From an optimization exercise on the open Yosys and OpenROAD flow, aimed at small area and a short achievable clock period; shortcuts taken in it are not production practice.
Power is estimated from default activity; no workload was simulated.

## run 1
==> flow/design.v (excerpt) <==
module mc_rf_top #(
	parameter int NUM_CS = 8
) (
	input  logic clk,
	input  logic rst,
	input  logic bus_cyc_i,
	input  logic bus_stb_i,
	input  logic bus_we_i,
	input  logic [31:0] bus_addr_i,
	input  logic [mc_pkg::DATA_W-1:0] bus_data_i,
	input  logic mc_sts_i,
	input  logic cs_le_i,
	input  logic init_ack_i,
	input  logic lmr_ack_i,
	output logic ack_o,
	output logic [mc_pkg::DATA_W-1:0] rd_data_o,
	output logic wp_err_o,
	output logic [mc_pkg::MAX_CS-1:0] cs_o,
	output logic [mc_pkg::DATA_W-1:0] csc_sel_o,
	output logic [mc_pkg::DATA_W-1:0] tms_sel_o,
	output logic [mc_pkg::MAX_CS-1:0] cs_need_rfr_o,
	output logic [2:0] ref_int_o,
	output logic [7:0] rfr_ps_val_o,
	output logic mc_vpen_o,
	output logic fs_o,
	output logic init_req_o,
	output logic lmr_req_o,
	output logic [mc_pkg::MAX_CS-1:0] spec_req_cs_o
);
	localparam int N = NUM_CS;
	localparam int W = mc_pkg::DATA_W;
	logic reg_sel;
	logic wr_we_q;
	logic [4:0] wr_idx_q;
	assign reg_sel = bus_cyc_i & bus_stb_i & (bus_addr_i[31:29] == mc_pkg::REG_SEL_VAL);
	always_ff @(posedge clk or posedge rst)
	begin
		if (rst)
		begin
			ack_o <= 1'b0;
			wr_we_q <= 1'b0;
		end
		else
		begin
			ack_o <= reg_sel & ~ack_o;
			wr_we_q <= reg_sel & bus_we_i & ~ack_o;
		end
	end
	always_ff @(posedge clk)
		wr_idx_q <= bus_addr_i[6:2];
	logic csr_we, mask_we;
	logic [N-1:0] csc_we, tms_we;
	assign csr_we = wr_we_q & (wr_idx_q == mc_pkg::REG_IDX_CSR);
	assign mask_we = wr_we_q & (wr_idx_q == mc_pkg::REG_IDX_MASK);
	for (genvar i = 0; i < N; i++)
	begin : g_we
		assign csc_we[i] = wr_we_q & (wr_idx_q == 5'(mc_pkg::REG_IDX_CS_BASE + 2 * i));
		assign tms_we[i] = wr_we_q & (wr_idx_q == 5'(mc_pkg::REG_IDX_CS_BASE + 2 * i + 1));
	end
	logic sts_q;
	logic [7:0] rfr_ps_val_q;
	logic [2:0] ref_int_q;
	logic fs_q, vpen_q;
	logic [10:0] mask_q;
	always_ff @(posedge clk or posedge rst)
	begin
		if (rst)
		begin
			sts_q <= 1'b0;
			rfr_ps_val_q <= '0;
			ref_int_q <= '0;
			fs_q <= 1'b0;
			vpen_q <= 1'b0;
			mask_q <= mc_pkg::MASK_RESET;
		end
		else
		begin
			sts_q <= mc_sts_i;
			if (csr_we)
			begin
				rfr_ps_val_q <= bus_data_i[31:24];
				ref_int_q <= bus_data_i[10:8];
				fs_q <= bus_data_i[2];
				vpen_q <= bus_data_i[1];
			end
			if (mask_we)
				mask_q <= bus_data_i[10:0];
		end
	end
	assign ref_int_o = ref_int_q;
  ...
clock: 7.0 ns
lec_check: 0
cap_margin: 20
core_margin: 2
core_utilization: 60
cts_buf_list: sky130_fd_sc_hd__clkbuf_8
cts_cluster_diameter: 60
cts_cluster_size: 14
setup_slack_margin: 3.7
slew_margin: 20
standard.sh (not shown) runs the stock make flow with config.mk's settings and CLKGATE_MAP_FILE= SYNTH_SCRIPT=/design/flow/synth_recipe.tcl, a recipe that flattens the netlist after the stock synthesis.
==> flow/flow/run.sh <==
#!/bin/bash
# Standard ORFS layout (standard synthesis script), with resizing free to
# change cell footprints, plain buffers on the ports, and the slow
# single-size a222oi cell kept out of mapping and resizing.
set -euo pipefail
DU="$(cat flow/dont_use.txt)"
bash standard.sh MATCH_CELL_FOOTPRINT=0 "BUFFER_PORTS_ARGS=-buffer_cell sky130_fd_sc_hd__buf_2" "DONT_USE_CELLS=$DU" finish > standard.log 2>&1
==> flow/flow/dont_use.txt <==
sky130_fd_sc_hd__probe_p_8 sky130_fd_sc_hd__probec_p_8 sky130_fd_sc_hd__lpflow_bleeder_1 sky130_fd_sc_hd__lpflow_clkbufkapwr_1 sky130_fd_sc_hd__lpflow_clkbufkapwr_16 sky130_fd_sc_hd__lpflow_clkbufkapwr_2 sky130_fd_sc_hd__lpflow_clkbufkapwr_4 sky130_fd_sc_hd__lpflow_clkbufkapwr_8 sky130_fd_sc_hd__lpflow_clkinvkapwr_1 sky130_fd_sc_hd__lpflow_clkinvkapwr_16 sky130_fd_sc_hd__lpflow_clkinvkapwr_2 sky130_fd_sc_hd__lpflow_clkinvkapwr_4 sky130_fd_sc_hd__lpflow_clkinvkapwr_8 sky130_fd_sc_hd__lpflow_decapkapwr_12 sky130_fd_sc_hd__lpflow_decapkapwr_3 sky130_fd_sc_hd__lpflow_decapkapwr_4 sky130_fd_sc_hd__lpflow_decapkapwr_6 sky130_fd_sc_hd__lpflow_decapkapwr_8 sky130_fd_sc_hd__lpflow_inputiso0n_1 sky130_fd_sc_hd__lpflow_inputiso0p_1 sky130_fd_sc_hd__lpflow_inputiso1n_1 sky130_fd_sc_hd__lpflow_inputiso1p_1 sky130_fd_sc_hd__lpflow_inputisolatch_1 sky130_fd_sc_hd__lpflow_isobufsrc_1 sky130_fd_sc_hd__lpflow_isobufsrc_16 sky130_fd_sc_hd__lpflow_isobufsrc_2 sky130_fd_sc_hd__lpflow_isobufsrc_4 sky130_fd_sc_hd__lpflow_isobufsrc_8 sky130_fd_sc_hd__lpflow_isobufsrckapwr_16 sky130_fd_sc_hd__lpflow_lsbuf_lh_hl_isowell_tap_1 sky130_fd_sc_hd__lpflow_lsbuf_lh_hl_isowell_tap_2 sky130_fd_sc_hd__lpflow_lsbuf_lh_hl_isowell_tap_4 sky130_fd_sc_hd__lpflow_lsbuf_lh_isowell_4 sky130_fd_sc_hd__lpflow_lsbuf_lh_isowell_tap_1 sky130_fd_sc_hd__lpflow_lsbuf_lh_isowell_tap_2 sky130_fd_sc_hd__lpflow_lsbuf_lh_isowell_tap_4 sky130_fd_sc_hd__a222oi_1
## Diff of input files: run 2 against run 1
-- flow/design.v --
<<< run 1, line 175
	for (genvar i = 0; i < N; i++)
	begin : g_need
		assign csc_sdram[i] = csc_we[i] & bus_data_i[0] &
			(bus_data_i[3:1] == mc_pkg::MEM_TYPE_SDRAM);
	end
	always_ff @(posedge clk or posedge rst)
	begin
		if (rst)
			need_rfr <= '0;
		else
			need_rfr <= (need_rfr & ~csc_we) | csc_sdram;
	end
	always_comb
>>> run 2, line 175
	for (genvar i = 0; i < N; i++)
	begin : g_need
		assign need_rfr[i] = en[i] & (csc_q[i][3:1] == mc_pkg::MEM_TYPE_SDRAM);
		assign csc_sdram[i] = csc_we[i] & bus_data_i[0] &
			(bus_data_i[3:1] == mc_pkg::MEM_TYPE_SDRAM);
	end
	always_comb
<<< run 1, line 280
			wp_err_o <= 1'b0;
	end
	logic [W-1:0] rd_d, rd_even, rd_odd;
	logic [4:0] rd_idx;
	logic rd_csr, rd_mask, rd_fill;
	logic [N-1:0] rd_slot;
	assign rd_idx = bus_addr_i[6:2];
	assign rd_csr = rd_idx[4:1] == 4'(mc_pkg::REG_IDX_CSR >> 1);
	assign rd_mask = rd_idx[4:1] == 4'(mc_pkg::REG_IDX_MASK >> 1);
	for (genvar i = 0; i < N; i++)
	begin : g_rd
		assign rd_slot[i] = rd_idx[4:1] == 4'((mc_pkg::REG_IDX_CS_BASE >> 1) + i);
	end
	always_comb
	begin
		rd_even = ({W{rd_csr}} & {rfr_ps_val_q, 13'b0, ref_int_q, 5'b0, fs_q, vpen_q, mc_sts_i}) |
			({W{rd_mask}} & {{(W - 11){1'b0}}, mask_q});
		rd_odd = '0;
		rd_fill = 1'b0;
		for (int i = 0; i < N; i++)
		begin
			rd_even = rd_even | ({W{rd_slot[i] & csc_v[i]}} & csc_q[i]);
			rd_odd = rd_odd | ({W{rd_slot[i]}} & tms_q[i]);
			rd_fill = rd_fill | (rd_slot[i] & ~tms_v[i]);
		end
		rd_d = rd_idx[0] ? rd_odd : rd_even;
		rd_fill = rd_fill & rd_idx[0];
	end
	logic [W-1:0] rd_q;
>>> run 2, line 274
			wp_err_o <= 1'b0;
	end
	logic [W-1:0] rd_d;
	logic [4:0] rd_idx;
	logic rd_csr, rd_mask, rd_fill;
	logic [N-1:0] rd_csc, rd_tms;
	assign rd_idx = bus_addr_i[6:2];
	assign rd_csr = rd_idx == mc_pkg::REG_IDX_CSR;
	assign rd_mask = rd_idx == mc_pkg::REG_IDX_MASK;
	for (genvar i = 0; i < N; i++)
	begin : g_rd
		assign rd_csc[i] = rd_idx == 5'(mc_pkg::REG_IDX_CS_BASE + 2 * i);
		assign rd_tms[i] = rd_idx == 5'(mc_pkg::REG_IDX_CS_BASE + 2 * i + 1);
	end
	always_comb
	begin
		rd_d = ({W{rd_csr}} & {rfr_ps_val_q, 13'b0, ref_int_q, 5'b0, fs_q, vpen_q, mc_sts_i}) |
			({W{rd_mask}} & {{(W - 11){1'b0}}, mask_q});
		rd_fill = 1'b0;
		for (int i = 0; i < N; i++)
		begin
			rd_d = rd_d | ({W{rd_csc[i] & csc_v[i]}} & csc_q[i]) | ({W{rd_tms[i]}} & tms_q[i]);
			rd_fill = rd_fill | (rd_tms[i] & ~tms_v[i]);
		end
	end
	logic [W-1:0] rd_q;
==> comparison <==
- Combinational power share was lower in run 2 than in run 1.
- Run 2 ended up with a lower number of ordinary inverters in the final layout than run 1 did.
- Summary: with run 1 as the reference, mapped cell area in run 2 moved up slightly.
- On run 2: combined buffer and inverter count along the critical path is 2 lower than what run 1 gave.
- Final cell utilization of the core for run 2: 1.7 points up relative to run 1
- From run 1 to run 2 the numbers moved as follows: switching share of total power has remained practically unchanged, total of cells resized after clock tree synthesis lost 1.9%.
Function was not checked in any run of this note: the RTL went through the layout flow alone.

## what the ideal ports hide
In the flow no input, the clock included, has a driving cell. The finished layouts below were timed again as built, in two steps. Step 1: set_driving_cell puts a clkbuf_16 on clk and a buf_2 on each other input, an assumption about the parent block. Step 2 also shifts input and output timing later by t, the mid clock arrival at the registers, as if the neighbouring blocks saw the same clock. Slacks: ideal ports / drivers / drivers and shift; pairs: ideal ports / drivers.
| run | t, ns | setup slack, ns | worst setup path at the end | pins driven straight from the clock port |
|---|---|---|---|---|
| run 1 | 0.770 | 3.581 / 3.597 / 2.827 | input to register | 1 |
| run 2 | 0.784 | 3.657 / 3.595 / 2.882 | input to register | 1 |
After both steps setup and hold are still met in every run listed. For run 2, which loses most, drivers alone change the setup slack by -0.062 ns; drivers and shift together by -0.775 ns.
